Source: an optimization exercise on an open RTL-to-GDS flow (aim: a short achievable clock period and few clock cycles). Production flows keep margins and buffers that such runs may drop.
Function was checked by simulation only, so behaviour that the tests miss may differ from the original.
Power and IR drop assume default switching activity.

== gamma ==
==> flow/design.v (excerpt) <==
module rv_core (
  input  logic        i_clk,
  input  logic        i_rst,
  input  logic        i_valid_i,
  input  logic        i_valid_d,
  input  logic [31:0] i_data_in_i,
  input  logic [31:0] i_data_in_d,
  output logic [31:0] o_addr_i,
  output logic [31:0] o_addr_d,
  output logic [3:0]  o_we_d,
  output logic        o_rd_d,
  output logic [31:0] o_data_out_d
);
==> flow/config.mk <==
export PLATFORM = sky130hd
export DESIGN_NAME = rv_core
export DESIGN_NICKNAME = rv_core
export VERILOG_FILES = /design/flow/design.v
export SDC_FILE = /design/flow/constraint.sdc
export NUM_CORES = 4
export LEC_CHECK = 0
export ABC_CLOCK_PERIOD_IN_PS = 2500
export CAP_MARGIN = 20
export CORE_MARGIN = 2
export CORE_UTILIZATION = 55
export PLACE_DENSITY = 0.65
export SETUP_SLACK_MARGIN = 2.9
export SLEW_MARGIN = 20
==> flow/constraint.sdc <==
create_clock -name core_clock -period 7.0 [get_ports {i_clk}]
set_input_delay 1.4000 -clock core_clock [delete_from_list [all_inputs] [get_ports {i_clk}]]
set_output_delay 1.4000 -clock core_clock [all_outputs]
set_load 0.01 [all_outputs]
run.sh (not shown) runs the stock make flow with config.mk's settings and CLKGATE_MAP_FILE= SYNTH_SCRIPT=/design/flow/synth_recipe.tcl, a recipe that flattens the netlist after the stock synthesis.
Testbench counts of gamma, summed over its fixed seeds: cycles 11,981.
Here is what was changed in the inputs of alpha compared with gamma.
# gamma
export LEC_CHECK = 0
export ABC_CLOCK_PERIOD_IN_PS = 2500
export CAP_MARGIN = 20
export CORE_MARGIN = 2
export CORE_UTILIZATION = 55
export PLACE_DENSITY = 0.65
export SETUP_SLACK_MARGIN = 2.9
export SLEW_MARGIN = 20
create_clock -name core_clock -period 7.0 [get_ports {i_clk}]
# alpha
export LEC_CHECK = 0
export ABC_CLOCK_PERIOD_IN_PS = 2500
export CAP_MARGIN = 20
export CORE_MARGIN = 2
export CORE_UTILIZATION = 55
export PLACE_DENSITY = 0.65
export SETUP_SLACK_MARGIN = 4.0
export SLEW_MARGIN = 20
create_clock -name core_clock -period 7.0 [get_ports {i_clk}]
Changes observed in alpha relative to gamma: least setup slack across all paths after layout down 0.038 ns, multi-input combinational cell count saw little to no change, combinational share of power climbed 3.7 points, post-CTS setup buffer count went up, clock network power up about 5%.

========
rv_core, a different RTL version from the one above (not shown whole).
Size: roughly 8,000 cells after synthesis, roughly 2,100 flip-flops, about 170 I/O pins, ~110,000 sq um of cells after synthesis.
## rv_core
module rv_core (
  input  logic        i_clk,
  input  logic        i_rst,
  input  logic        i_valid_i,
  input  logic        i_valid_d,
  input  logic [31:0] i_data_in_i,
  input  logic [31:0] i_data_in_d,
  output logic [31:0] o_addr_i,
  output logic [31:0] o_addr_d,
  output logic [3:0]  o_we_d,
  output logic        o_rd_d,
  output logic [31:0] o_data_out_d
);
Settings: LEC_CHECK=0, ABC_CLOCK_PERIOD_IN_PS=3000, CAP_MARGIN=20, CORE_MARGIN=2, CORE_UTILIZATION=40, SETUP_SLACK_MARGIN=3.5, SLEW_MARGIN=20; clock period 7.0 ns.
The starting point finished clean.
Testbench counts at the start, summed over its fixed seeds: cycles 12,311.
Edit:
Settings changed: ABC_CLOCK_PERIOD_IN_PS 3000 to 2500, PLACE_DENSITY from default to 0.65, SETUP_SLACK_MARGIN 3.5 to 4.0.
=> Cell area climbs by 5.0%; final cell count climbs by about 3%; hold slack barely changes.

========
rv_core, a different RTL version from the one above (not shown whole).
For scale: about 2200 flip-flops, roughly 0.13 mm² of cells after synthesis.
make LEC_CHECK=0 ABC_CLOCK_PERIOD_IN_PS=2500 CAP_MARGIN=20 CORE_MARGIN=2 CORE_UTILIZATION=55 PLACE_DENSITY=0.65 SETUP_SLACK_MARGIN=2.9 SLEW_MARGIN=20 finish   # period 7.0 ns
Testbench counts at the start, summed over its fixed seeds: cycles 11,981.
Change:
- SETUP_SLACK_MARGIN: 2.9 -> 4.0
Effect: The changed run produced a clean layout. Total power rose by 6.1%. First-iteration DRC count increases by 19%. Cell count grows by 5.9%. Wire length goes up by 14%. Synthesized area stays the same. Global-route usage rises by 5.6 points. Cell area goes up by 12%. Flip-flop and latch count does not change. Sequential share of layout area fell by 4.5 points. Via count rose by 8.4%.

what the ideal ports hide:
Ports are ideal in the flow. The routed layouts listed here were re-timed in OpenROAD.
Step 1: set_driving_cell puts a clkbuf_16 on i_clk and a buf_2 on each other input, an assumption about the parent block.
Step 2 moves the port delays by t, midway between the first and last clock arrival at a register: inputs arrive t later, outputs are due t later. That takes back most of the time a late clock gives input paths.
Three values: ideal, step 1, step 2; two values: the first two.
| run | t, ns | setup WS [ns] | hold WS [ns] | worst setup path at the end | clock arrival spread, ns |
|---|---|---|---|---|---|
| gamma | 1.002 | 2.601 / 2.601 / 1.903 | 0.382 / 0.382 / 0.382 | input to register | 0.101 / 0.101 |
| alpha | 0.985 | 2.563 / 2.563 / 2.001 | 0.418 / 0.418 / 0.418 | input to register | 0.071 / 0.071 |
| the first run of note 2 | 0.983 | 2.359 / 2.359 / 2.359 | 0.410 / 0.410 / 0.410 | register to register | 0.171 / 0.170 |
| the second run of note 2 | 0.997 | 2.458 / 2.458 / 2.458 | 0.408 / 0.408 / 0.408 | register to register | 0.158 / 0.158 |
| the first run of note 3 | 1.009 | 2.713 / 2.712 / 1.703 | 0.404 / 0.404 / 0.404 | input to register | 0.098 / 0.098 |
| the second run of note 3 | 1.015 | 2.665 / 2.665 / 1.851 | 0.411 / 0.411 / 0.411 | input to register | 0.127 / 0.127 |
After both steps every run listed still meets setup and hold. The setup slack of the first run of note 3, which loses most, moves by -0.001 ns with the drivers and by -1.010 ns with both steps.
